Context: an optimization exercise on an open-source flow, tuned for small area, a short achievable clock period and few clock cycles per item. The choices shown serve that exercise and are no tape-out recipe. The RTL was checked by simulation tests, not by an equivalence proof against the original design.

==> flow/design.v (outline; a module is shown in full before it is edited, if it fits) <==
// module ec_scalar_mul: 1121 lines
module ec_scalar_mul (
	input wire clk,
	input wire reset,
	input wire start,
	input wire [7:0] k,
	input wire [15:0] p_x,
	input wire [15:0] p_y,
	input wire p_inf,
	output reg busy,
	output reg done,
	output wire [15:0] r_x,
	output wire [15:0] r_y,
	output wire r_inf
);
  // ...
==> flow/run.sh <==
#!/bin/bash
# synth_recipe.tcl (not shown) runs the flow's synth.tcl, then flattens the netlist and writes it again
# the make line also repeats each setting of config.mk as NAME=value (left out here)
make -C /OpenROAD-flow-scripts/flow DESIGN_CONFIG=/design/flow/config.mk WORK_HOME=/design/flow/orfs CLKGATE_MAP_FILE= SYNTH_SCRIPT=/design/flow/synth_recipe.tcl finish
==> flow/config.mk <==
export PLATFORM = sky130hd
export DESIGN_NAME = ec_scalar_mul
export DESIGN_NICKNAME = ec_scalar_mul
export VERILOG_FILES = /design/flow/design.v
export SDC_FILE = /design/flow/constraint.sdc
export NUM_CORES = 4
export LEC_CHECK = 0
export CAP_MARGIN = 20
export CORE_MARGIN = 2
export CORE_UTILIZATION = 40
export SETUP_SLACK_MARGIN = 0.9
export SLEW_MARGIN = 20
==> flow/constraint.sdc <==
create_clock -name core_clock -period 7.0 [get_ports {clk}]
set_input_delay 1.4000 -clock core_clock [delete_from_list [all_inputs] [get_ports {clk}]]
set_output_delay 1.4000 -clock core_clock [all_outputs]
set_load 0.01 [all_outputs]
==> flow_metrics.env, run 1 <==
export IMPL_rsz_0062_raised_after_global_routing="yes"
export IMPL_place_gp_congestion=1.012
export IMPL_ff2ff_path_depth=25
export IMPL_cts_buffers_inserted=35
export IMPL_ctsRootBufferMaster="sky130_fd_sc_hd__clkbuf_16"
export IMPL_floorplan_die_area_mm2=0.07195
export IMPL_hold_violations=0
export IMPL_final_setup_viol_count=0
export IMPL_layout_buffer_nonclock_area_share=0.08399
export IMPL_clock_sink_count=285
export IMPL_repair_and_plain_buffers=336
export IMPL_slew_limit_headroom=0.1608
export IMPL_netlist_top_cell_by_area="sky130_fd_sc_hd__fa_1"
export IMPL_number_of_instances_on_the_worst_hold_path=0
export IMPL_top_signal_layer_used="met5"
export IMPL_ctsResizeCount=130
export IMPL_min_to="rz"
export IMPL_detailedPlacementHpwl_um=83550
export IMPL_route_met3_wl_um=13470
export IMPL_seq_total_area=0.2238
export IMPL_most_used_cells_in_the_layout_excluding_fill_and_tap_cells="322 x sky130_fd_sc_hd__inv_1, 293 x sky130_fd_sc_hd__nor2_1, 292 x sky130_fd_sc_hd__nand2_1"
export IMPL_clock_tree_area_fraction=0.03649
export IMPL_worstReg2RegEnd="Z[12]"
export IMPL_synth_seq_area_share=0.2695
export IMPL_placement_cell_area_mm2=0.03031
export IMPL_well_tap_count=931
export IMPL_cts_setup_buffers=54
export IMPL_period_share=0.8923
export IMPL_synthMuxAreaShare=0.03669
export IMPL_layout_core_utilization=0.4907
export IMPL_sequential_cell_total=285
export IMPL_crit_path_max_incr_delay_ps=540
export IMPL_outcome="no timing/DRC/antenna violations"
export IMPL_post_synthesis_share_of_cell_area_spent_on_xor_and_xnor_gates=0.03624
export IMPL_worst_r2r_setup_slack_ps=750
export IMPL_globalRouteMet1Util=0.4201
export IMPL_dr_pass1_iters=10
export IMPL_initial_utilization=0.4058
export IMPL_detail_route_antenna_nets=0
Testbench counts, summed over its fixed seeds: cycles 25,580, items 192.
==> run 2, diff against run 1 <==
--- a/flow/design.v
+++ b/flow/design.v
@@ -11,222 +11,233 @@
 	output reg busy,
 	output reg done,
 	output wire [15:0] r_x,
 	output wire [15:0] r_y,
 	output wire r_inf
 );
 	localparam [15:0] PM = 16'd65521;
 	localparam [1:0] ST_IDLE = 2'd0, ST_RUN = 2'd1, ST_LOADP = 2'd2;
-	localparam [1:0] LP_NEXT = 2'd0, LP_DBL = 2'd1, LP_INF = 2'd2, LP_START = 2'd3;
+	localparam [1:0] LP_NEXT = 2'd0, LP_DBL = 2'd1, LP_INF = 2'd2;
 	reg [6:0] upc, nupc;
 	reg [1:0] st, nst, ldk;
-	reg [7:0] kreg;  
+	reg [7:0] kpos, kneg;  
 	reg [3:0] cnt;  
-	reg cur_bit;  
+	reg cur_pos, cur_neg;  
+	reg py_neg;  
 	reg dbl_add;  
 	reg hz, rz;  
 	reg rinf;
 	reg [15:0] X, Y, Z, PX, PY, T1, T2, T3, T4;
 	assign r_x = X;
 	assign r_y = Y;
 	assign r_inf = rinf;
 	reg c_m_en, r_m_en;
-	reg [6:0] c_m_a, r_m_a;
+	reg [7:0] c_m_a, r_m_a;
 	reg [5:0] c_m_b, r_m_b;
 	reg c_m_sh, r_m_sh;
 	reg [3:0] c_m_d, r_m_d;
 	reg c_a_en, r_a_en;
 	reg [4:0] c_a_a, r_a_a;
-	reg [3:0] c_a_b, r_a_b;
+	reg [4:0] c_a_b, r_a_b;
 	reg c_a_sub, r_a_sub;
 	reg c_a_dbl, r_a_dbl;
 	reg [3:0] c_a_d, r_a_d;
 	reg c_f_h, r_f_h;
 	reg c_f_r, r_f_r;
+	reg c_a_cond, r_a_cond;
 	always @(*) begin
 		r_m_en = 1'd0;
-		r_m_a = 7'd0;
+		r_m_a = 8'd0;
 		r_m_b = 6'd0;
 		r_m_sh = 1'd0;
 		r_m_d = 4'd0;
 		case (nupc)
-			7'd0: begin r_m_en = 1'b1; r_m_a = 7'd1; r_m_b = 6'd1; r_m_sh = 1'b0; r_m_d = 4'd4; end  
-			7'd1: begin r_m_en = 1'b1; r_m_a = 7'd2; r_m_b = 6'd2; r_m_sh = 1'b0; r_m_d = 4'd4; end  
-			7'd2: begin r_m_en = 1'b1; r_m_a = 7'd4; r_m_b = 6'd2; r_m_sh = 1'b1; r_m_d = 4'd5; end  
-			7'd3: begin r_m_en = 1'b1; r_m_a = 7'd8; r_m_b = 6'd4; r_m_sh = 1'b1; r_m_d = 4'd5; end  
-			7'd4: begin r_m_en = 1'b1; r_m_a = 7'd8; r_m_b = 6'd1; r_m_sh = 1'b1; r_m_d = 4'd3; end  
-			7'd5: begin r_m_en = 1'b1; r_m_a = 7'd2; r_m_b = 6'd8; r_m_sh = 1'b1; r_m_d = 4'd6; end  
-			7'd6: begin r_m_en = 1'b1; r_m_a = 7'd4; r_m_b = 6'd2; r_m_sh = 1'b0; r_m_d = 4'd5; end  
-			7'd7: begin r_m_en = 1'b1; r_m_a = 7'd16; r_m_b = 6'd8; r_m_sh = 1'b1; r_m_d = 4'd2; end  
-			7'd9: begin r_m_en = 1'b1; r_m_a = 7'd4; r_m_b = 6'd16; r_m_sh = 1'b0; r_m_d = 4'd7; end  
-			7'd12: begin r_m_en = 1'b1; r_m_a = 7'd1; r_m_b = 6'd1; r_m_sh = 1'b0; r_m_d = 4'd4; end  
-			7'd14: begin r_m_en = 1'b1; r_m_a = 7'd1; r_m_b = 6'd2; r_m_sh = 1'b0; r_m_d = 4'd4; end  
-			7'd15: begin r_m_en = 1'b1; r_m_a = 7'd32; r_m_b = 6'd2; r_m_sh = 1'b0; r_m_d = 4'd4; end  
-			7'd16: begin r_m_en = 1'b1; r_m_a = 7'd64; r_m_b = 6'd2; r_m_sh = 1'b0; r_m_d = 4'd4; end  
-			7'd18: begin r_m_en = 1'b1; r_m_a = 7'd16; r_m_b = 6'd8; r_m_sh = 1'b0; r_m_d = 4'd6; end  
-			7'd19: begin r_m_en = 1'b1; r_m_a = 7'd4; r_m_b = 6'd2; r_m_sh = 1'b0; r_m_d = 4'd7; end  
-			7'd20: begin r_m_en = 1'b1; r_m_a = 7'd16; r_m_b = 6'd32; r_m_sh = 1'b0; r_m_d = 4'd6; end  
-			7'd21: begin r_m_en = 1'b1; r_m_a = 7'd2; r_m_b = 6'd32; r_m_sh = 1'b0; r_m_d = 4'd6; end  
-			7'd22: begin r_m_en = 1'b1; r_m_a = 7'd8; r_m_b = 6'd32; r_m_sh = 1'b0; r_m_d = 4'd5; end  
-			7'd23: begin r_m_en = 1'b1; r_m_a = 7'd1; r_m_b = 6'd8; r_m_sh = 1'b0; r_m_d = 4'd3; end  
-			7'd25: begin r_m_en = 1'b1; r_m_a = 7'd4; r_m_b = 6'd32; r_m_sh = 1'b0; r_m_d = 4'd7; end  
-			7'd28: begin r_m_en = 1'b1; r_m_a = 7'd1; r_m_b = 6'd1; r_m_sh = 1'b0; r_m_d = 4'd4; end  
-			7'd30: begin r_m_en = 1'b1; r_m_a = 7'd4; r_m_b = 6'd2; r_m_sh = 1'b0; r_m_d = 4'd4; end  
-			7'd32: begin r_m_en = 1'b1; r_m_a = 7'd4; r_m_b = 6'd2; r_m_sh = 1'b0; r_m_d = 4'd4; end  
-			7'd33: begin r_m_en = 1'b1; r_m_a = 7'd1; r_m_b = 6'd2; r_m_sh = 1'b0; r_m_d = 4'd5; end  
-			7'd34: begin r_m_en = 1'b1; r_m_a = 7'd4; r_m_b = 6'd2; r_m_sh = 1'b0; r_m_d = 4'd4; end  
-			7'd35: begin r_m_en = 1'b1; r_m_a = 7'd16; r_m_b = 6'd2; r_m_sh = 1'b0; r_m_d = 4'd4; end  
-			7'd36: begin r_m_en = 1'b1; r_m_a = 7'd4; r_m_b = 6'd2; r_m_sh = 1'b0; r_m_d = 4'd5; end  
-			7'd38: begin r_m_en = 1'b1; r_m_a = 7'd16; r_m_b = 6'd8; r_m_sh = 1'b0; r_m_d = 4'd4; end  
-			7'd39: begin r_m_en = 1'b1; r_m_a = 7'd4; r_m_b = 6'd8; r_m_sh = 1'b0; r_m_d = 4'd5; end  
-			7'd40: begin r_m_en = 1'b1; r_m_a = 7'd4; r_m_b = 6'd2; r_m_sh = 1'b0; r_m_d = 4'd4; end  
-			7'd41: begin r_m_en = 1'b1; r_m_a = 7'd16; r_m_b = 6'd2; r_m_sh = 1'b0; r_m_d = 4'd5; end  
-			7'd42: begin r_m_en = 1'b1; r_m_a = 7'd4; r_m_b = 6'd2; r_m_sh = 1'b0; r_m_d = 4'd4; end  
-			7'd43: begin r_m_en = 1'b1; r_m_a = 7'd16; r_m_b = 6'd2; r_m_sh = 1'b0; r_m_d = 4'd5; end  
-			7'd44: begin r_m_en = 1'b1; r_m_a = 7'd4; r_m_b = 6'd2; r_m_sh = 1'b0; r_m_d = 4'd4; end  
-			7'd45: begin r_m_en = 1'b1; r_m_a = 7'd16; r_m_b = 6'd2; r_m_sh = 1'b0; r_m_d = 4'd5; end  
-			7'd46: begin r_m_en = 1'b1; r_m_a = 7'd4; r_m_b = 6'd2; r_m_sh = 1'b0; r_m_d = 4'd4; end  
-			7'd47: begin r_m_en = 1'b1; r_m_a = 7'd16; r_m_b = 6'd2; r_m_sh = 1'b0; r_m_d = 4'd5; end  
-			7'd48: begin r_m_en = 1'b1; r_m_a = 7'd4; r_m_b = 6'd2; r_m_sh = 1'b0; r_m_d = 4'd4; end  
-			7'd49: begin r_m_en = 1'b1; r_m_a = 7'd16; r_m_b = 6'd2; r_m_sh = 1'b0; r_m_d = 4'd5; end  
-			7'd50: begin r_m_en = 1'b1; r_m_a = 7'd4; r_m_b = 6'd2; r_m_sh = 1'b0; r_m_d = 4'd4; end  
-			7'd51: begin r_m_en = 1'b1; r_m_a = 7'd16; r_m_b = 6'd2; r_m_sh = 1'b0; r_m_d = 4'd5; end  
-			7'd52: begin r_m_en = 1'b1; r_m_a = 7'd4; r_m_b = 6'd2; r_m_sh = 1'b0; r_m_d = 4'd4; end  
-			7'd53: begin r_m_en = 1'b1; r_m_a = 7'd16; r_m_b = 6'd2; r_m_sh = 1'b0; r_m_d = 4'd5; end  
-			7'd54: begin r_m_en = 1'b1; r_m_a = 7'd4; r_m_b = 6'd2; r_m_sh = 1'b0; r_m_d = 4'd4; end  
-			7'd55: begin r_m_en = 1'b1; r_m_a = 7'd16; r_m_b = 6'd2; r_m_sh = 1'b0; r_m_d = 4'd5; end  
-			7'd56: begin r_m_en = 1'b1; r_m_a = 7'd4; r_m_b = 6'd2; r_m_sh = 1'b0; r_m_d = 4'd4; end  
-			7'd57: begin r_m_en = 1'b1; r_m_a = 7'd16; r_m_b = 6'd2; r_m_sh = 1'b0; r_m_d = 4'd5; end  
-			7'd59: begin r_m_en = 1'b1; r_m_a = 7'd16; r_m_b = 6'd2; r_m_sh = 1'b0; r_m_d = 4'd4; end  
-			7'd61: begin r_m_en = 1'b1; r_m_a = 7'd1; r_m_b = 6'd2; r_m_sh = 1'b0; r_m_d = 4'd4; end  
-			7'd62: begin r_m_en = 1'b1; r_m_a = 7'd8; r_m_b = 6'd2; r_m_sh = 1'b0; r_m_d = 4'd2; end  
-			7'd63: begin r_m_en = 1'b1; r_m_a = 7'd2; r_m_b = 6'd2; r_m_sh = 1'b0; r_m_d = 4'd1; end  
-			7'd65: begin r_m_en = 1'b1; r_m_a = 7'd1; r_m_b = 6'd1; r_m_sh = 1'b0; r_m_d = 4'd4; end  
-			7'd66: begin r_m_en = 1'b1; r_m_a = 7'd4; r_m_b = 6'd16; r_m_sh = 1'b0; r_m_d = 4'd7; end  
-			7'd67: begin r_m_en = 1'b1; r_m_a = 7'd4; r_m_b = 6'd2; r_m_sh = 1'b1; r_m_d = 4'd5; end  
-			7'd68: begin r_m_en = 1'b1; r_m_a = 7'd2; r_m_b = 6'd2; r_m_sh = 1'b0; r_m_d = 4'd4; end  
-			7'd69: begin r_m_en = 1'b1; r_m_a = 7'd1; r_m_b = 6'd1; r_m_sh = 1'b0; r_m_d = 4'd4; end  
-			7'd70: begin r_m_en = 1'b1; r_m_a = 7'd4; r_m_b = 6'd16; r_m_sh = 1'b0; r_m_d = 4'd7; end  
-			7'd71: begin r_m_en = 1'b1; r_m_a = 7'd1; r_m_b = 6'd2; r_m_sh = 1'b0; r_m_d = 4'd4; end  
-			7'd72: begin r_m_en = 1'b1; r_m_a = 7'd32; r_m_b = 6'd2; r_m_sh = 1'b0; r_m_d = 4'd4; end  
-			7'd73: begin r_m_en = 1'b1; r_m_a = 7'd1; r_m_b = 6'd1; r_m_sh = 1'b0; r_m_d = 4'd4; end  
-			7'd74: begin r_m_en = 1'b1; r_m_a = 7'd4; r_m_b = 6'd16; r_m_sh = 1'b0; r_m_d = 4'd7; end  
-			7'd75: begin r_m_en = 1'b1; r_m_a = 7'd4; r_m_b = 6'd2; r_m_sh = 1'b0; r_m_d = 4'd4; end  
-			7'd77: begin r_m_en = 1'b1; r_m_a = 7'd1; r_m_b = 6'd1; r_m_sh = 1'b0; r_m_d = 4'd4; end  
-			7'd78: begin r_m_en = 1'b1; r_m_a = 7'd2; r_m_b = 6'd2; r_m_sh = 1'b0; r_m_d = 4'd4; end  
-			7'd79: begin r_m_en = 1'b1; r_m_a = 7'd1; r_m_b = 6'd1; r_m_sh = 1'b0; r_m_d = 4'd4; end  
+			7'd0: begin r_m_en = 1'b1; r_m_a = 8'd1; r_m_b = 6'd1; r_m_sh = 1'b0; r_m_d = 4'd4; end  
+			7'd1: begin r_m_en = 1'b1; r_m_a = 8'd2; r_m_b = 6'd2; r_m_sh = 1'b0; r_m_d = 4'd4; end  
+			7'd2: begin r_m_en = 1'b1; r_m_a = 8'd4; r_m_b = 6'd2; r_m_sh = 1'b1; r_m_d = 4'd5; end  
+			7'd3: begin r_m_en = 1'b1; r_m_a = 8'd8; r_m_b = 6'd4; r_m_sh = 1'b1; r_m_d = 4'd5; end  
+			7'd4: begin r_m_en = 1'b1; r_m_a = 8'd8; r_m_b = 6'd1; r_m_sh = 1'b1; r_m_d = 4'd3; end  
+			7'd5: begin r_m_en = 1'b1; r_m_a = 8'd2; r_m_b = 6'd8; r_m_sh = 1'b1; r_m_d = 4'd6; end  
+			7'd6: begin r_m_en = 1'b1; r_m_a = 8'd4; r_m_b = 6'd2; r_m_sh = 1'b0; r_m_d = 4'd5; end  
+			7'd7: begin r_m_en = 1'b1; r_m_a = 8'd16; r_m_b = 6'd8; r_m_sh = 1'b1; r_m_d = 4'd2; end  
+			7'd9: begin r_m_en = 1'b1; r_m_a = 8'd4; r_m_b = 6'd16; r_m_sh = 1'b0; r_m_d = 4'd7; end  
+			7'd12: begin r_m_en = 1'b1; r_m_a = 8'd1; r_m_b = 6'd1; r_m_sh = 1'b0; r_m_d = 4'd4; end  
+			7'd14: begin r_m_en = 1'b1; r_m_a = 8'd1; r_m_b = 6'd2; r_m_sh = 1'b0; r_m_d = 4'd4; end  
+			7'd15: begin r_m_en = 1'b1; r_m_a = 8'd32; r_m_b = 6'd2; r_m_sh = 1'b0; r_m_d = 4'd4; end  
+			7'd16: begin r_m_en = 1'b1; r_m_a = 8'd64; r_m_b = 6'd2; r_m_sh = 1'b0; r_m_d = 4'd4; end  
+			7'd18: begin r_m_en = 1'b1; r_m_a = 8'd16; r_m_b = 6'd8; r_m_sh = 1'b0; r_m_d = 4'd6; end  
+			7'd19: begin r_m_en = 1'b1; r_m_a = 8'd4; r_m_b = 6'd2; r_m_sh = 1'b0; r_m_d = 4'd7; end  
+			7'd20: begin r_m_en = 1'b1; r_m_a = 8'd16; r_m_b = 6'd32; r_m_sh = 1'b0; r_m_d = 4'd6; end  
+			7'd21: begin r_m_en = 1'b1; r_m_a = 8'd2; r_m_b = 6'd32; r_m_sh = 1'b0; r_m_d = 4'd6; end  
+			7'd22: begin r_m_en = 1'b1; r_m_a = 8'd8; r_m_b = 6'd32; r_m_sh = 1'b0; r_m_d = 4'd5; end  
+			7'd23: begin r_m_en = 1'b1; r_m_a = 8'd1; r_m_b = 6'd8; r_m_sh = 1'b0; r_m_d = 4'd3; end  
+			7'd25: begin r_m_en = 1'b1; r_m_a = 8'd4; r_m_b = 6'd32; r_m_sh = 1'b0; r_m_d = 4'd7; end  
+			7'd28: begin r_m_en = 1'b1; r_m_a = 8'd1; r_m_b = 6'd1; r_m_sh = 1'b0; r_m_d = 4'd4; end  
+			7'd29: begin r_m_en = 1'b1; r_m_a = 8'd2; r_m_b = 6'd1; r_m_sh = 1'b0; r_m_d = 4'd4; end  
+			7'd30: begin r_m_en = 1'b1; r_m_a = 8'd4; r_m_b = 6'd2; r_m_sh = 1'b0; r_m_d = 4'd5; end  
+			7'd32: begin r_m_en = 1'b1; r_m_a = 8'd16; r_m_b = 6'd8; r_m_sh = 1'b0; r_m_d = 4'd5; end  
+			7'd33: begin r_m_en = 1'b1; r_m_a = 8'd1; r_m_b = 6'd8; r_m_sh = 1'b0; r_m_d = 4'd6; end  
+			7'd34: begin r_m_en = 1'b1; r_m_a = 8'd16; r_m_b = 6'd8; r_m_sh = 1'b0; r_m_d = 4'd5; end  
+			7'd35: begin r_m_en = 1'b1; r_m_a = 8'd128; r_m_b = 6'd8; r_m_sh = 1'b0; r_m_d = 4'd5; end  
+			7'd36: begin r_m_en = 1'b1; r_m_a = 8'd16; r_m_b = 6'd8; r_m_sh = 1'b0; r_m_d = 4'd6; end  
+			7'd38: begin r_m_en = 1'b1; r_m_a = 8'd128; r_m_b = 6'd32; r_m_sh = 1'b0; r_m_d = 4'd5; end  
+			7'd39: begin r_m_en = 1'b1; r_m_a = 8'd16; r_m_b = 6'd32; r_m_sh = 1'b0; r_m_d = 4'd6; end  
+			7'd40: begin r_m_en = 1'b1; r_m_a = 8'd16; r_m_b = 6'd8; r_m_sh = 1'b0; r_m_d = 4'd5; end  
+			7'd41: begin r_m_en = 1'b1; r_m_a = 8'd128; r_m_b = 6'd8; r_m_sh = 1'b0; r_m_d = 4'd6; end  
+			7'd42: begin r_m_en = 1'b1; r_m_a = 8'd16; r_m_b = 6'd8; r_m_sh = 1'b0; r_m_d = 4'd5; end  
+			7'd43: begin r_m_en = 1'b1; r_m_a = 8'd128; r_m_b = 6'd8; r_m_sh = 1'b0; r_m_d = 4'd6; end  
+			7'd44: begin r_m_en = 1'b1; r_m_a = 8'd16; r_m_b = 6'd8; r_m_sh = 1'b0; r_m_d = 4'd5; end  
+			7'd45: begin r_m_en = 1'b1; r_m_a = 8'd128; r_m_b = 6'd8; r_m_sh = 1'b0; r_m_d = 4'd6; end  
+			7'd46: begin r_m_en = 1'b1; r_m_a = 8'd16; r_m_b = 6'd8; r_m_sh = 1'b0; r_m_d = 4'd5; end  
+			7'd47: begin r_m_en = 1'b1; r_m_a = 8'd128; r_m_b = 6'd8; r_m_sh = 1'b0; r_m_d = 4'd6; end  
+			7'd48: begin r_m_en = 1'b1; r_m_a = 8'd16; r_m_b = 6'd8; r_m_sh = 1'b0; r_m_d = 4'd5; end  
+			7'd49: begin r_m_en = 1'b1; r_m_a = 8'd128; r_m_b = 6'd8; r_m_sh = 1'b0; r_m_d = 4'd6; end  
+			7'd50: begin r_m_en = 1'b1; r_m_a = 8'd16; r_m_b = 6'd8; r_m_sh = 1'b0; r_m_d = 4'd5; end  
+			7'd51: begin r_m_en = 1'b1; r_m_a = 8'd128; r_m_b = 6'd8; r_m_sh = 1'b0; r_m_d = 4'd6; end  
+			7'd52: begin r_m_en = 1'b1; r_m_a = 8'd16; r_m_b = 6'd8; r_m_sh = 1'b0; r_m_d = 4'd5; end  
+			7'd53: begin r_m_en = 1'b1; r_m_a = 8'd128; r_m_b = 6'd8; r_m_sh = 1'b0; r_m_d = 4'd6; end  
+			7'd54: begin r_m_en = 1'b1; r_m_a = 8'd16; r_m_b = 6'd8; r_m_sh = 1'b0; r_m_d = 4'd5; end  
+			7'd55: begin r_m_en = 1'b1; r_m_a = 8'd128; r_m_b = 6'd8; r_m_sh = 1'b0; r_m_d = 4'd6; end  
+			7'd56: begin r_m_en = 1'b1; r_m_a = 8'd16; r_m_b = 6'd8; r_m_sh = 1'b0; r_m_d = 4'd5; end  
+			7'd57: begin r_m_en = 1'b1; r_m_a = 8'd128; r_m_b = 6'd8; r_m_sh = 1'b0; r_m_d = 4'd6; end  
+			7'd59: begin r_m_en = 1'b1; r_m_a = 8'd128; r_m_b = 6'd8; r_m_sh = 1'b0; r_m_d = 4'd5; end  
+			7'd61: begin r_m_en = 1'b1; r_m_a = 8'd8; r_m_b = 6'd8; r_m_sh = 1'b0; r_m_d = 4'd2; end  
+			7'd62: begin r_m_en = 1'b1; r_m_a = 8'd4; r_m_b = 6'd8; r_m_sh = 1'b0; r_m_d = 4'd1; end  
+			7'd64: begin r_m_en = 1'b1; r_m_a = 8'd1; r_m_b = 6'd1; r_m_sh = 1'b0; r_m_d = 4'd4; end  
+			7'd65: begin r_m_en = 1'b1; r_m_a = 8'd4; r_m_b = 6'd16; r_m_sh = 1'b0; r_m_d = 4'd7; end  
+			7'd66: begin r_m_en = 1'b1; r_m_a = 8'd4; r_m_b = 6'd2; r_m_sh = 1'b1; r_m_d = 4'd5; end  
+			7'd67: begin r_m_en = 1'b1; r_m_a = 8'd2; r_m_b = 6'd2; r_m_sh = 1'b0; r_m_d = 4'd4; end  
+			7'd68: begin r_m_en = 1'b1; r_m_a = 8'd1; r_m_b = 6'd1; r_m_sh = 1'b0; r_m_d = 4'd4; end  
+			7'd69: begin r_m_en = 1'b1; r_m_a = 8'd4; r_m_b = 6'd16; r_m_sh = 1'b0; r_m_d = 4'd7; end  
+			7'd70: begin r_m_en = 1'b1; r_m_a = 8'd1; r_m_b = 6'd2; r_m_sh = 1'b0; r_m_d = 4'd4; end  
+			7'd71: begin r_m_en = 1'b1; r_m_a = 8'd32; r_m_b = 6'd2; r_m_sh = 1'b0; r_m_d = 4'd4; end  
+			7'd72: begin r_m_en = 1'b1; r_m_a = 8'd1; r_m_b = 6'd1; r_m_sh = 1'b0; r_m_d = 4'd4; end  
+			7'd73: begin r_m_en = 1'b1; r_m_a = 8'd4; r_m_b = 6'd16; r_m_sh = 1'b0; r_m_d = 4'd7; end  
+			7'd74: begin r_m_en = 1'b1; r_m_a = 8'd2; r_m_b = 6'd1; r_m_sh = 1'b0; r_m_d = 4'd4; end  
+			7'd75: begin r_m_en = 1'b1; r_m_a = 8'd4; r_m_b = 6'd2; r_m_sh = 1'b0; r_m_d = 4'd5; end  
+			7'd76: begin r_m_en = 1'b1; r_m_a = 8'd1; r_m_b = 6'd1; r_m_sh = 1'b0; r_m_d = 4'd4; end  
+			7'd77: begin r_m_en = 1'b1; r_m_a = 8'd2; r_m_b = 6'd2; r_m_sh = 1'b0; r_m_d = 4'd4; end  
+			7'd78: begin r_m_en = 1'b1; r_m_a = 8'd1; r_m_b = 6'd1; r_m_sh = 1'b0; r_m_d = 4'd4; end  
+			7'd79: begin r_m_en = 1'b1; r_m_a = 8'd2; r_m_b = 6'd1; r_m_sh = 1'b0; r_m_d = 4'd4; end  
 			default: ;
 		endcase
 	end
 	always @(*) begin
 		r_a_en = 1'd0;
 		r_a_a = 5'd0;
-		r_a_b = 4'd0;
+		r_a_b = 5'd0;
 		r_a_sub = 1'd0;
 		r_a_dbl = 1'd0;
 		r_a_d = 4'd0;
 		r_f_h = 1'd0;
 		r_f_r = 1'd0;
+		r_a_cond = 1'd0;
 		case (nupc)
-			7'd0: begin r_a_en = 1'b1; r_a_a = 5'd1; r_a_b = 4'd1; r_a_sub = 1'b0; r_a_dbl = 1'b1; r_a_d = 4'd4; end  
-			7'd4: begin r_a_en = 1'b1; r_a_a = 5'd2; r_a_b = 4'd2; r_a_sub = 1'b0; r_a_dbl = 1'b0; r_a_d = 4'd4; end  
-			7'd7: begin r_a_en = 1'b1; r_a_a = 5'd4; r_a_b = 4'd4; r_a_sub = 1'b0; r_a_dbl = 1'b1; r_a_d = 4'd7; end  
-			7'd8: begin r_a_en = 1'b1; r_a_a = 5'd8; r_a_b = 4'd2; r_a_sub = 1'b1; r_a_dbl = 1'b0; r_a_d = 4'd7; end  
-			7'd9: begin r_a_en = 1'b1; r_a_a = 5'd16; r_a_b = 4'd4; r_a_sub = 1'b1; r_a_dbl = 1'b1; r_a_d = 4'd1; end  
-			7'd11: begin r_a_en = 1'b1; r_a_a = 5'd8; r_a_b = 4'd8; r_a_sub = 1'b1; r_a_dbl = 1'b0; r_a_d = 4'd2; end  
-			7'd17: begin r_a_en = 1'b1; r_a_a = 5'd2; r_a_b = 4'd1; r_a_sub = 1'b1; r_a_dbl = 1'b0; r_a_d = 4'd5; r_f_h = 1'b1; end  
-			7'd18: begin r_a_en = 1'b1; r_a_a = 5'd2; r_a_b = 4'd8; r_a_sub = 1'b1; r_a_dbl = 1'b0; r_a_d = 4'd4; r_f_r = 1'b1; end  
-			7'd22: begin r_a_en = 1'b1; r_a_a = 5'd8; r_a_b = 4'd4; r_a_sub = 1'b1; r_a_dbl = 1'b0; r_a_d = 4'd7; end  
-			7'd23: begin r_a_en = 1'b1; r_a_a = 5'd8; r_a_b = 4'd4; r_a_sub = 1'b1; r_a_dbl = 1'b1; r_a_d = 4'd1; end  
-			7'd24: begin r_a_en = 1'b1; r_a_a = 5'd4; r_a_b = 4'd1; r_a_sub = 1'b1; r_a_dbl = 1'b0; r_a_d = 4'd6; end  
-			7'd27: begin r_a_en = 1'b1; r_a_a = 5'd8; r_a_b = 4'd2; r_a_sub = 1'b1; r_a_dbl = 1'b0; r_a_d = 4'd2; end  
-			7'd65: begin r_a_en = 1'b1; r_a_a = 5'd8; r_a_b = 4'd2; r_a_sub = 1'b1; r_a_dbl = 1'b0; r_a_d = 4'd7; end  
-			7'd66: begin r_a_en = 1'b1; r_a_a = 5'd16; r_a_b = 4'd4; r_a_sub = 1'b1; r_a_dbl = 1'b1; r_a_d = 4'd1; end  
-			7'd67: begin r_a_en = 1'b1; r_a_a = 5'd1; r_a_b = 4'd1; r_a_sub = 1'b0; r_a_dbl = 1'b1; r_a_d = 4'd4; end  
-			7'd68: begin r_a_en = 1'b1; r_a_a = 5'd8; r_a_b = 4'd8; r_a_sub = 1'b1; r_a_dbl = 1'b0; r_a_d = 4'd2; end  
-			7'd69: begin r_a_en = 1'b1; r_a_a = 5'd8; r_a_b = 4'd2; r_a_sub = 1'b1; r_a_dbl = 1'b0; r_a_d = 4'd7; end  
-			7'd70: begin r_a_en = 1'b1; r_a_a = 5'd16; r_a_b = 4'd4; r_a_sub = 1'b1; r_a_dbl = 1'b1; r_a_d = 4'd1; end  
-			7'd72: begin r_a_en = 1'b1; r_a_a = 5'd8; r_a_b = 4'd8; r_a_sub = 1'b1; r_a_dbl = 1'b0; r_a_d = 4'd2; end  
-			7'd73: begin r_a_en = 1'b1; r_a_a = 5'd8; r_a_b = 4'd2; r_a_sub = 1'b1; r_a_dbl = 1'b0; r_a_d = 4'd7; end  
-			7'd74: begin r_a_en = 1'b1; r_a_a = 5'd16; r_a_b = 4'd4; r_a_sub = 1'b1; r_a_dbl = 1'b1; r_a_d = 4'd1; end  
-			7'd76: begin r_a_en = 1'b1; r_a_a = 5'd8; r_a_b = 4'd8; r_a_sub = 1'b1; r_a_dbl = 1'b0; r_a_d = 4'd2; end  
-			7'd77: begin r_a_en = 1'b1; r_a_a = 5'd1; r_a_b = 4'd1; r_a_sub = 1'b0; r_a_dbl = 1'b1; r_a_d = 4'd4; end  
-			7'd78: begin r_a_en = 1'b1; r_a_a = 5'd8; r_a_b = 4'd2; r_a_sub = 1'b1; r_a_dbl = 1'b0; r_a_d = 4'd2; end  
-			7'd80: begin r_a_en = 1'b1; r_a_a = 5'd8; r_a_b = 4'd2; r_a_sub = 1'b1; r_a_dbl = 1'b0; r_a_d = 4'd2; end  
+			7'd0: begin r_a_en = 1'b1; r_a_a = 5'd1; r_a_b = 5'd1; r_a_sub = 1'b0; r_a_dbl = 1'b1; r_a_d = 4'd4; end  
+			7'd3: begin r_a_en = 1'b1; r_a_a = 5'd0; r_a_b = 5'd2; r_a_sub = 1'b1; r_a_dbl = 1'b0; r_a_d = 4'd8; r_a_cond = 1'b1; end  
+			7'd4: begin r_a_en = 1'b1; r_a_a = 5'd2; r_a_b = 5'd4; r_a_sub = 1'b0; r_a_dbl = 1'b0; r_a_d = 4'd4; end  
+			7'd7: begin r_a_en = 1'b1; r_a_a = 5'd4; r_a_b = 5'd8; r_a_sub = 1'b0; r_a_dbl = 1'b1; r_a_d = 4'd7; end  
+			7'd8: begin r_a_en = 1'b1; r_a_a = 5'd8; r_a_b = 5'd4; r_a_sub = 1'b1; r_a_dbl = 1'b0; r_a_d = 4'd7; end  
+			7'd9: begin r_a_en = 1'b1; r_a_a = 5'd16; r_a_b = 5'd8; r_a_sub = 1'b1; r_a_dbl = 1'b1; r_a_d = 4'd1; end  
+			7'd11: begin r_a_en = 1'b1; r_a_a = 5'd8; r_a_b = 5'd16; r_a_sub = 1'b1; r_a_dbl = 1'b0; r_a_d = 4'd2; end  
+			7'd17: begin r_a_en = 1'b1; r_a_a = 5'd2; r_a_b = 5'd1; r_a_sub = 1'b1; r_a_dbl = 1'b0; r_a_d = 4'd5; r_f_h = 1'b1; end  
+			7'd18: begin r_a_en = 1'b1; r_a_a = 5'd2; r_a_b = 5'd16; r_a_sub = 1'b1; r_a_dbl = 1'b0; r_a_d = 4'd4; r_f_r = 1'b1; end  
+			7'd22: begin r_a_en = 1'b1; r_a_a = 5'd8; r_a_b = 5'd8; r_a_sub = 1'b1; r_a_dbl = 1'b0; r_a_d = 4'd7; end  
+			7'd23: begin r_a_en = 1'b1; r_a_a = 5'd8; r_a_b = 5'd8; r_a_sub = 1'b1; r_a_dbl = 1'b1; r_a_d = 4'd1; end  
+			7'd24: begin r_a_en = 1'b1; r_a_a = 5'd4; r_a_b = 5'd1; r_a_sub = 1'b1; r_a_dbl = 1'b0; r_a_d = 4'd6; end  
+			7'd27: begin r_a_en = 1'b1; r_a_a = 5'd8; r_a_b = 5'd4; r_a_sub = 1'b1; r_a_dbl = 1'b0; r_a_d = 4'd2; end  
+			7'd64: begin r_a_en = 1'b1; r_a_a = 5'd8; r_a_b = 5'd4; r_a_sub = 1'b1; r_a_dbl = 1'b0; r_a_d = 4'd7; end  
+			7'd65: begin r_a_en = 1'b1; r_a_a = 5'd16; r_a_b = 5'd8; r_a_sub = 1'b1; r_a_dbl = 1'b1; r_a_d = 4'd1; end  
+			7'd66: begin r_a_en = 1'b1; r_a_a = 5'd1; r_a_b = 5'd1; r_a_sub = 1'b0; r_a_dbl = 1'b1; r_a_d = 4'd4; end  
+			7'd67: begin r_a_en = 1'b1; r_a_a = 5'd8; r_a_b = 5'd16; r_a_sub = 1'b1; r_a_dbl = 1'b0; r_a_d = 4'd2; end  
+			7'd68: begin r_a_en = 1'b1; r_a_a = 5'd8; r_a_b = 5'd4; r_a_sub = 1'b1; r_a_dbl = 1'b0; r_a_d = 4'd7; end  
+			7'd69: begin r_a_en = 1'b1; r_a_a = 5'd16; r_a_b = 5'd8; r_a_sub = 1'b1; r_a_dbl = 1'b1; r_a_d = 4'd1; end  
+			7'd71: begin r_a_en = 1'b1; r_a_a = 5'd8; r_a_b = 5'd16; r_a_sub = 1'b1; r_a_dbl = 1'b0; r_a_d = 4'd2; end  
+			7'd72: begin r_a_en = 1'b1; r_a_a = 5'd8; r_a_b = 5'd4; r_a_sub = 1'b1; r_a_dbl = 1'b0; r_a_d = 4'd7; end  
+			7'd73: begin r_a_en = 1'b1; r_a_a = 5'd16; r_a_b = 5'd8; r_a_sub = 1'b1; r_a_dbl = 1'b1; r_a_d = 4'd1; end  
+			7'd75: begin r_a_en = 1'b1; r_a_a = 5'd8; r_a_b = 5'd16; r_a_sub = 1'b1; r_a_dbl = 1'b0; r_a_d = 4'd2; end  
+			7'd76: begin r_a_en = 1'b1; r_a_a = 5'd1; r_a_b = 5'd1; r_a_sub = 1'b0; r_a_dbl = 1'b1; r_a_d = 4'd4; end  
+			7'd77: begin r_a_en = 1'b1; r_a_a = 5'd8; r_a_b = 5'd4; r_a_sub = 1'b1; r_a_dbl = 1'b0; r_a_d = 4'd2; end  
+			7'd79: begin r_a_en = 1'b1; r_a_a = 5'd8; r_a_b = 5'd4; r_a_sub = 1'b1; r_a_dbl = 1'b0; r_a_d = 4'd2; end  
 			default: ;
 		endcase
 	end
 	always @(posedge clk or posedge reset) begin
 		if (reset) begin
 			c_m_en <= 1'd0;
-			c_m_a <= 7'd0;
+			c_m_a <= 8'd0;
 			c_m_b <= 6'd0;
 			c_m_sh <= 1'd0;
 			c_m_d <= 4'd0;
 			c_a_en <= 1'd0;
 			c_a_a <= 5'd0;
-			c_a_b <= 4'd0;
+			c_a_b <= 5'd0;
 			c_a_sub <= 1'd0;
 			c_a_dbl <= 1'd0;
 			c_a_d <= 4'd0;
 			c_f_h <= 1'd0;
 			c_f_r <= 1'd0;
+			c_a_cond <= 1'd0;
 		end else if (nst == ST_RUN) begin
 			c_m_en <= r_m_en;
 			c_m_a <= r_m_a;
 			c_m_b <= r_m_b;
 			c_m_sh <= r_m_sh;
 			c_m_d <= r_m_d;
 			c_a_en <= r_a_en;
 			c_a_a <= r_a_a;
 			c_a_b <= r_a_b;
 			c_a_sub <= r_a_sub;
 			c_a_dbl <= r_a_dbl;
 			c_a_d <= r_a_d;
 			c_f_h <= r_f_h;
 			c_f_r <= r_f_r;
+			c_a_cond <= r_a_cond;
 		end else begin
 			c_m_en <= 1'd0;
-			c_m_a <= 7'd0;
+			c_m_a <= 8'd0;
 			c_m_b <= 6'd0;
 			c_m_sh <= 1'd0;
 			c_m_d <= 4'd0;
 			c_a_en <= 1'd0;
 			c_a_a <= 5'd0;
-			c_a_b <= 4'd0;
+			c_a_b <= 5'd0;
 			c_a_sub <= 1'd0;
 			c_a_dbl <= 1'd0;
 			c_a_d <= 4'd0;
 			c_f_h <= 1'd0;
 			c_f_r <= 1'd0;
+			c_a_cond <= 1'd0;
 		end
 	end
 	wire [15:0] opa = ({16{c_m_a[0]}} & Z)
 		| ({16{c_m_a[1]}} & X)
 		| ({16{c_m_a[2]}} & T1)
 		| ({16{c_m_a[3]}} & Y)
 		| ({16{c_m_a[4]}} & T2)
 		| ({16{c_m_a[5]}} & PX)
-		| ({16{c_m_a[6]}} & PY);
+		| ({16{c_m_a[6]}} & PY)
+		| ({16{c_m_a[7]}} & T3);
 	wire [15:0] opb = ({16{c_m_b[0]}} & Z)
 		| ({16{c_m_b[1]}} & T1)
 		| ({16{c_m_b[2]}} & Y)
 		| ({16{c_m_b[3]}} & T2)
 		| ({16{c_m_b[4]}} & T4)
 		| ({16{c_m_b[5]}} & T3);
 	wire [15:0] ada = ({16{c_a_a[0]}} & X)
 		| ({16{c_a_a[1]}} & T1)
 		| ({16{c_a_a[2]}} & T3)
 		| ({16{c_a_a[3]}} & T4)
 		| ({16{c_a_a[4]}} & T2);
 	wire [15:0] adb = ({16{c_a_b[0]}} & X)
-		| ({16{c_a_b[1]}} & T2)
-		| ({16{c_a_b[2]}} & T3)
-		| ({16{c_a_b[3]}} & Y);
+		| ({16{c_a_b[1]}} & PY)
+		| ({16{c_a_b[2]}} & T2)
+		| ({16{c_a_b[3]}} & T3)
+		| ({16{c_a_b[4]}} & Y);
 	wire [255:0] pp;
 	genvar gi, gj;
 	generate
 		for (gi = 0; gi < 16; gi = gi + 1) begin : g_pp
 			for (gj = 0; gj < 16; gj = gj + 1) begin : g_ppj
 				assign pp[gi*16+gj] = opb[gi] & opa[gj];
 			end
 		end
@@ -970,17 +981,18 @@
 			if (!as2[18]) ares = as2[15:0];
 			else if (!as1[18]) ares = as1[15:0];
 			else ares = as0[15:0];
 		end
 	end
 	wire azero = (ada == adb);  
 	wire run = (st == ST_RUN);
 	wire ldp = (st == ST_LOADP);
-	wire [3:0] awr = c_a_en ? c_a_d : 4'd0;
+	wire pyflip = !dbl_add && ((cur_pos && py_neg) || (cur_neg && !py_neg));
+	wire [3:0] awr = (c_a_en && (!c_a_cond || pyflip)) ? c_a_d : 4'd0;
 	wire [3:0] mwr = run ? m2d : 4'd0;
 	always @(posedge clk) begin
 		if (mwr == 4'd1) X <= mres;
 		else if (awr == 4'd1) X <= ares;
 		else if (ldp && ldk != LP_INF) X <= PX;
 	end
 	always @(posedge clk) begin
 		if (mwr == 4'd2) Y <= mres;
@@ -1007,66 +1019,81 @@
 	always @(posedge clk) begin
 		if (mwr == 4'd7) T4 <= mres;
 		else if (awr == 4'd7) T4 <= ares;
 	end
 	always @(posedge clk) begin
 		if (st == ST_IDLE && start) begin
 			PX <= p_x;
 			PY <= p_y;
+		end else if (awr == 4'd8) begin
+			PY <= ares;
 		end
 	end
+	wire [9:0] k3 = {2'b0, k} + {1'b0, k, 1'b0};
+	wire [8:0] np = k3[9:1] & ~{2'b0, k[7:1]};
+	wire [8:0] nn = ~k3[9:1] & {2'b0, k[7:1]};
+	wire [8:0] nz = np | nn;
+	reg [7:0] k_pos, k_neg;
+	reg [3:0] k_cnt;
+	always @(*) begin
+		k_pos = 8'd0; k_neg = 8'd0; k_cnt = 4'd0;
+		casez (nz)
+			9'b1????????: begin k_pos = np[7:0]; k_neg = nn[7:0]; k_cnt = 4'd8; end
+			9'b01???????: begin k_pos = {np[6:0], 1'd0}; k_neg = {nn[6:0], 1'd0}; k_cnt = 4'd7; end
+			9'b001??????: begin k_pos = {np[5:0], 2'd0}; k_neg = {nn[5:0], 2'd0}; k_cnt = 4'd6; end
+			9'b0001?????: begin k_pos = {np[4:0], 3'd0}; k_neg = {nn[4:0], 3'd0}; k_cnt = 4'd5; end
+			9'b00001????: begin k_pos = {np[3:0], 4'd0}; k_neg = {nn[3:0], 4'd0}; k_cnt = 4'd4; end
+			9'b000001???: begin k_pos = {np[2:0], 5'd0}; k_neg = {nn[2:0], 5'd0}; k_cnt = 4'd3; end
+			9'b0000001??: begin k_pos = {np[1:0], 6'd0}; k_neg = {nn[1:0], 6'd0}; k_cnt = 4'd2; end
+			9'b00000001?: begin k_pos = {np[0:0], 7'd0}; k_neg = {nn[0:0], 7'd0}; k_cnt = 4'd1; end
+			default: ;
+		endcase
+	end
 	wire zz = (Z == 16'd0);
 	wire more = (cnt != 4'd0);
-	wire [1:0] succ_d = (cur_bit && !dbl_add) ? 2'd1 : (more ? 2'd0 : 2'd2);
+	wire [1:0] succ_d = ((cur_pos || cur_neg) && !dbl_add) ? 2'd1 : (more ? 2'd0 : 2'd2);
 	wire [1:0] succ_a = more ? 2'd0 : 2'd2;
-	reg consume, skip, lead, fin_done, exc;
+	reg consume, fin_done, exc;
 	reg [1:0] exc_k;
 	always @(*) begin
 		nupc = upc + 1'b1;
 		nst = st;
 		consume = 1'b0;
-		skip = 1'b0;
-		lead = 1'b0;
 		fin_done = 1'b0;
 		exc = 1'b0;
 		exc_k = LP_NEXT;
 		case (st)
 			ST_IDLE: begin
 				nupc = upc;
 				if (start && !p_inf && k != 8'd0) nst = ST_LOADP;
 			end
 			ST_LOADP: begin
 				nst = ST_RUN;
-				if (ldk == LP_START) begin  
-					if (!kreg[7]) begin nst = ST_LOADP; skip = 1'b1; end
-					else if (cnt != 4'd1) begin nupc = 7'd0; lead = 1'b1; end
-					else nupc = 7'd28;
-				end
-				else if (ldk == LP_DBL) nupc = 7'd0;
+				if (ldk == LP_DBL) nupc = 7'd0;
 				else if (more) begin nupc = 7'd0; consume = 1'b1; end
 				else nupc = 7'd28;
 			end
 			default: begin
-				if (upc == 7'd7 && succ_d == 2'd0) begin nupc = 7'd65; consume = 1'b1; end
-				else if (upc == 7'd7 && succ_d == 2'd1) begin nupc = 7'd69; end
-				else if (upc == 7'd7 && succ_d == 2'd2) begin nupc = 7'd73; end
-				else if (upc == 7'd25 && succ_a == 2'd0) begin nupc = 7'd77; consume = 1'b1; end
-				else if (upc == 7'd25 && succ_a == 2'd2) begin nupc = 7'd79; end
-				else if (upc == 7'd68) nupc = 7'd3;
-				else if (upc == 7'd72) nupc = 7'd16;
-				else if (upc == 7'd76) nupc = 7'd32;
-				else if (upc == 7'd78) nupc = 7'd2;
-				else if (upc == 7'd80) nupc = 7'd30;
+				if (upc == 7'd7 && succ_d == 2'd0) begin nupc = 7'd64; consume = 1'b1; end
+				else if (upc == 7'd7 && succ_d == 2'd1) begin nupc = 7'd68; end
+				else if (upc == 7'd7 && succ_d == 2'd2) begin nupc = 7'd72; end
+				else if (upc == 7'd25 && succ_a == 2'd0) begin nupc = 7'd76; consume = 1'b1; end
+				else if (upc == 7'd25 && succ_a == 2'd2) begin nupc = 7'd78; end
+				else if (upc == 7'd67) nupc = 7'd3;
+				else if (upc == 7'd71) nupc = 7'd16;
+				else if (upc == 7'd75) nupc = 7'd31;
+				else if (upc == 7'd77) nupc = 7'd2;
+				else if (upc == 7'd79) nupc = 7'd30;
 				else if (upc == 7'd19 && (zz || hz)) begin
 					exc = 1'b1;
 					nst = ST_LOADP;
 					exc_k = zz ? LP_NEXT : (rz ? LP_DBL : LP_INF);
 				end
-				else if (upc == 7'd64) begin
+				else if (upc == 7'd63) begin
 					fin_done = 1'b1;
 					nst = ST_IDLE;
 				end
 			end
 		endcase
 	end
 	always @(posedge clk or posedge reset) begin
 		if (reset) begin
@@ -1086,38 +1113,33 @@
 				busy <= 1'b0;
 				done <= 1'b1;
 			end
 		end
 	end
 	always @(posedge clk) begin
 		upc <= nupc;
 		if (c_f_h) hz <= azero;
+		if (c_a_en && c_a_cond && pyflip) py_neg <= !py_neg;
 		if (c_f_r) rz <= azero;
 		if (st == ST_IDLE && start) begin
-			kreg <= k;
-			cnt <= 4'd8;
-			ldk <= LP_START;
+			kpos <= k_pos;
+			kneg <= k_neg;
+			py_neg <= 1'b0;
+			cnt <= k_cnt;
+			ldk <= LP_NEXT;
 			rinf <= 1'b1;
 		end
 		if (exc)
 			ldk <= exc_k;
-		if (skip) begin
-			kreg <= {kreg[6:0], 1'b0};
-			cnt <= cnt - 4'd1;
-		end
-		if (lead) begin
-			cur_bit <= kreg[6];
-			kreg <= {kreg[5:0], 2'b0};
-			cnt <= cnt - 4'd2;
-			dbl_add <= 1'b0;
-		end
 		if (consume) begin
-			cur_bit <= kreg[7];
-			kreg <= {kreg[6:0], 1'b0};
+			cur_pos <= kpos[7];
+			cur_neg <= kneg[7];
+			kpos <= {kpos[6:0], 1'b0};
+			kneg <= {kneg[6:0], 1'b0};
 			cnt <= cnt - 4'd1;
 			dbl_add <= 1'b0;
 		end else if (st == ST_LOADP && ldk == LP_DBL)
 			dbl_add <= 1'b1;
 		if (fin_done)
 			rinf <= zz;
 	end
 endmodule
==> flow/config.mk (replaced) <==
export PLATFORM = sky130hd
export DESIGN_NAME = ec_scalar_mul
export DESIGN_NICKNAME = ec_scalar_mul
export VERILOG_FILES = /design/flow/design.v
export SDC_FILE = /design/flow/constraint.sdc
export NUM_CORES = 4
export LEC_CHECK = 0
export CAP_MARGIN = 20
export CORE_MARGIN = 2
export CORE_UTILIZATION = 40
export SLEW_MARGIN = 20
==> run 2 against run 1 <==
Still clean on timing, DRC and antenna; final cell count rose by 8.5%; critical path depth increased by 1; register-to-register slack got worse by 460 ps; setup slack worse by 460 ps; via count grew 9.1%; flip-flop and latch count up 10; clock skew shrank 20 ps; largest cell class unchanged; highest routed layer unchanged.
==> flow_metrics.env, run 2 <==
export IMPL_fin_worst_skew_ps=28.11
export IMPL_end_kind="flop"
export IMPL_worstMarginPinSlew_ps=1092
export IMPL_n_fill_cell=7348
export IMPL_place_gp_congestion=1.013
export IMPL_syn_inst=3434
export IMPL_outcome="no timing/DRC/antenna violations"
export IMPL_cts_root_to_sink_buffers=3
export IMPL_layout_commonest_cell="sky130_fd_sc_hd__inv_1"
export IMPL_period_share=0.9584
export IMPL_initial_utilization=0.4025
export IMPL_yosys_register_bits=295
export IMPL_wire_length_of_the_first_global_routing_pass_um=172900
export IMPL_holdCritStartpoint="kpos[7]"
export IMPL_worst_endpoint_arrival_ps=7000
export IMPL_worst_r2r_setup_slack_ps=290
export IMPL_grt_overflow=0
export IMPL_synth_seq_area_share=0.2567
export IMPL_boundaryPins=79
export IMPL_dr_pass1_iters=9
export IMPL_maxCapViolCount=0
export IMPL_fin_cells=4599
export IMPL_min_to="cur_pos"
export IMPL_ys_top_cells_by_count="337 x sky130_fd_sc_hd__inv_1, 320 x sky130_fd_sc_hd__nand2_1, 320 x sky130_fd_sc_hd__nor2_1, 269 x sky130_fd_sc_hd__fa_1, 186 x sky130_fd_sc_hd__clkbuf_1"
export IMPL_largest_reg_flops=73
export IMPL_synth_main_ff_cell="sky130_fd_sc_hd__edfxtp_1"
export IMPL_synth_top_family_by_area="adder cells"
export IMPL_timing_hold_worst_class="reg2reg"
export IMPL_max_flop_register="m2f"
export IMPL_finalSetupTns_ps=0
export IMPL_ratio_of_cells_with_drive_above_1_in_the_final_layout=0.1144
export IMPL_crit_path_max_incr_delay_ps=580
export IMPL_wp_data_required_ps=7290
export IMPL_critical_path_slowest_cell="sky130_fd_sc_hd__a222oi_1"
export IMPL_async_flop_share=0.1424
export IMPL_post_synth_and_or_nand_nor_area_fraction=0.1626
export IMPL_vias=28472
export IMPL_final_period_minus_worst_setup_slack_ps=6709
export IMPL_h_tree_depth=2
export IMPL_hold_violations=0
export IMPL_mappedNetlistArea_mm2=0.03042
export IMPL_ys_warn_count=1
export IMPL_chipHeight_um=279.8
export IMPL_synth_top_cell_area_share=0.1771
export IMPL_largest_net_degree_at_the_start_of_global_routing=64
export IMPL_die_width_um=279.8
export IMPL_design_final_nets=4040
export IMPL_netlist_top_cell_by_area="sky130_fd_sc_hd__fa_1"
export IMPL_route_detailed_drc=0
export IMPL_area_growth_synth_to_final_pct=14.88
export IMPL_r2r_start="c_a_b[0]"
export IMPL_most_used_cells_in_the_layout_excluding_fill_and_tap_cells="336 x sky130_fd_sc_hd__inv_1, 320 x sky130_fd_sc_hd__nand2_1, 315 x sky130_fd_sc_hd__nor2_1"
export IMPL_grt_antenna_before_repair=4
export IMPL_synthMuxAreaShare=0.04328
export IMPL_avgSynthCellArea_um2=8.857
export IMPL_floorplan_die_area_mm2=0.07826
export IMPL_portBuffers=78
export IMPL_clock_sink_count=295
export IMPL_yosys_cell_count_top_type="sky130_fd_sc_hd__inv_1"
export IMPL_synth_net_count=3883
export IMPL_detailedPlacementHpwl_um=88780
export IMPL_critPathLaunchType="flop"
export IMPL_grt_pass1_vias=27774
export IMPL_tritoncts="done"
export IMPL_clkLatencyLatePin_ps=570
export IMPL_path_class="reg2reg"
export IMPL_final_setup_viol_count=0
export IMPL_crit_path_max_fanout=8
export IMPL_number_of_flops_mapped_to_enable_cells_by_yosys=169
export IMPL_synth_cell_types=95
export IMPL_ff2ff_path_depth=26
export IMPL_place_inst=4531
export IMPL_finalWirelength_um=115500
export IMPL_cts_buffers_inserted=35
export IMPL_vias_per_cell=6.191
export IMPL_cts_hold_repair_buffers=0
export IMPL_std_cell_rows=101
export IMPL_yosys_area_share_adder=0.2333
export IMPL_number_of_instances_on_the_worst_hold_path=0
export IMPL_worst_path_most_repeated_cell="sky130_fd_sc_hd__o21ai_0"
export IMPL_core_area_mm2=0.07557
export IMPL_grtUsageTotal=0.2917
export IMPL_ctsRootBufferMaster="sky130_fd_sc_hd__clkbuf_16"
export IMPL_maxSlewViolCount=0
export IMPL_rsz_0062_raised_after_global_routing="no"
export IMPL_cts_reportedPaths_clkPinSlew_ps=60
export IMPL_worstReg2RegEnd="Y[6]"
export IMPL_yosys_top_cells_area="sky130_fd_sc_hd__fa_1 18%, sky130_fd_sc_hd__edfxtp_1 17%, sky130_fd_sc_hd__ha_1 5.6%"
export IMPL_drt_iter0_drc=3905
export IMPL_post_synthesis_share_of_cell_area_spent_on_xor_and_xnor_gates=0.03106
export IMPL_synth_compound_area_share=0.2058
export IMPL_post_drt_wl_per_cell_um=25.12
export IMPL_slew_limit_headroom=0.2720
export IMPL_detail_route_antenna_nets=0
export IMPL_max_clock_freq_mhz=149.1
[run 2: changes by cell type in the layout (fill, tap and decap cells not counted), moves of 29 or more]
cell | before | now
sky130_fd_sc_hd__a211oi_1 | 8 | 38
sky130_fd_sc_hd__a21oi_1 | 124 | 178
sky130_fd_sc_hd__a22oi_1 | 121 | 151
sky130_fd_sc_hd__ha_1 | 98 | 135
sky130_fd_sc_hd__mux2i_1 | 62 | 91
sky130_fd_sc_hd__o21ai_0 | 116 | 161
[run 2: through the flow]
| step | hold WS (ps) | utilization | cell area, um2 | setup slack, ps |
|---|---|---|---|---|
| after floorplan | 400.3 | - | 30420 | 154.8 |
| after global placement | 407.0 | 0.4453 | 33650 | 260.9 |
| after detailed placement | 411.7 | 0.4454 | 33660 | 200.8 |
| after CTS | 443.8 | 0.4615 | 34870 | 149.1 |
| after global routing | 456.1 | 0.4623 | 34930 | 17.33 |
| final | 438.0 | 0.4624 | 34940 | 291.4 |
[run 2: timing repair]
item,4_1_cts,5_1_grt
setup endpoints to repair,0,76
resized for setup,0,11
buffers inserted,0,1
[run 2: logic make-up after synthesis]
logic type	count (synthesis)
muxes	127
adders and majority gates	406
AOI/OAI and AO/OA	913
DFF	295
buffers and inverters	543
xor gates and xnor gates	107
and+or+nand+nor	1043
[run 2: worst max path at each step]
stage / from / end / cells past startpoint
4_1_cts: m2f[16] / Z[7] / 21
6_report: c_a_b[0] / Y[6] / 26
2_1_floorplan: c_a_sub / X[14] / 23
5_1_grt: c_a_b[0] / Y[15] / 27
3_3_place_gp: m2f[16] / Z[7] / 21
3_5_place_dp: m2f[16] / Z[7] / 21
[run 2: area by class of cell]
type                    instances  area (um2)  area share
flip-flops and latches        295        7812      0.2236
diodes                          3       7.507   0.0002148
well taps                     978        1224     0.03502
clock inverters                12       158.9    0.004548
repair buffers                323        2695     0.07713
inverters                     340        1276     0.03652
clock buffers                  52        1056     0.03022
multi-input cells            2596       20710      0.5928
[run 2: routing by layer]
layer  up-vias  GRT usage  share of wire
met1     13656     0.3829           0.39
li1      12540          -              -
met5         -          0        0.00042
met2      1856     0.4503           0.44
met3       416    0.07790           0.12
met4         4     0.1312          0.055
[run 2: worst max-delay path: cells and delay by family, from the launching register on]
kind / cells / cell delay, ps
AO/OA/AOI/OAI: 13 / 3000
XOR/XNOR: 1 / 100
adder cells (fa/ha/maj): 2 / 640
buffers and inverters: 4 / 640
flip-flops: 1 / 480
multiplexers: 1 / 360
AND/OR/NAND/NOR: 5 / 1190
Testbench counts of run 2, summed over its fixed seeds: cycles 24,054, items 192.

## port drivers added, routing unchanged
In the flow no input, the clock included, has a driving cell. The finished layouts below were timed again as built, in two steps.
Step 1 (the two cells are an assumption about what drives the block):
set clk [get_ports {clk}]
set_driving_cell -lib_cell sky130_fd_sc_hd__clkbuf_16 $clk
set_driving_cell -lib_cell sky130_fd_sc_hd__buf_2 [delete_from_list [all_inputs] $clk]
Step 2 times the ports against the registers' clock, not the clock port: input delays grow and output delays shrink by t, the midpoint of the rising clock arrivals with the driver on.
a / b / c = no drivers / after step 1 / after step 2; a / b = the first two.
run | t (ns) | slack for setup (ns) | slew at the worst register clock pin (ns) | worst data-port slew with drivers (ns) | cell pins on the clock port's net
run 1 | 0.624 | 0.754 / 0.754 / 0.754 | 0.07 / 0.07 | 0.05 | 1
run 2 | 0.613 | 0.291 / 0.291 / 0.291 | 0.07 / 0.07 | 0.06 | 1
After both steps setup and hold are still met in every run listed.
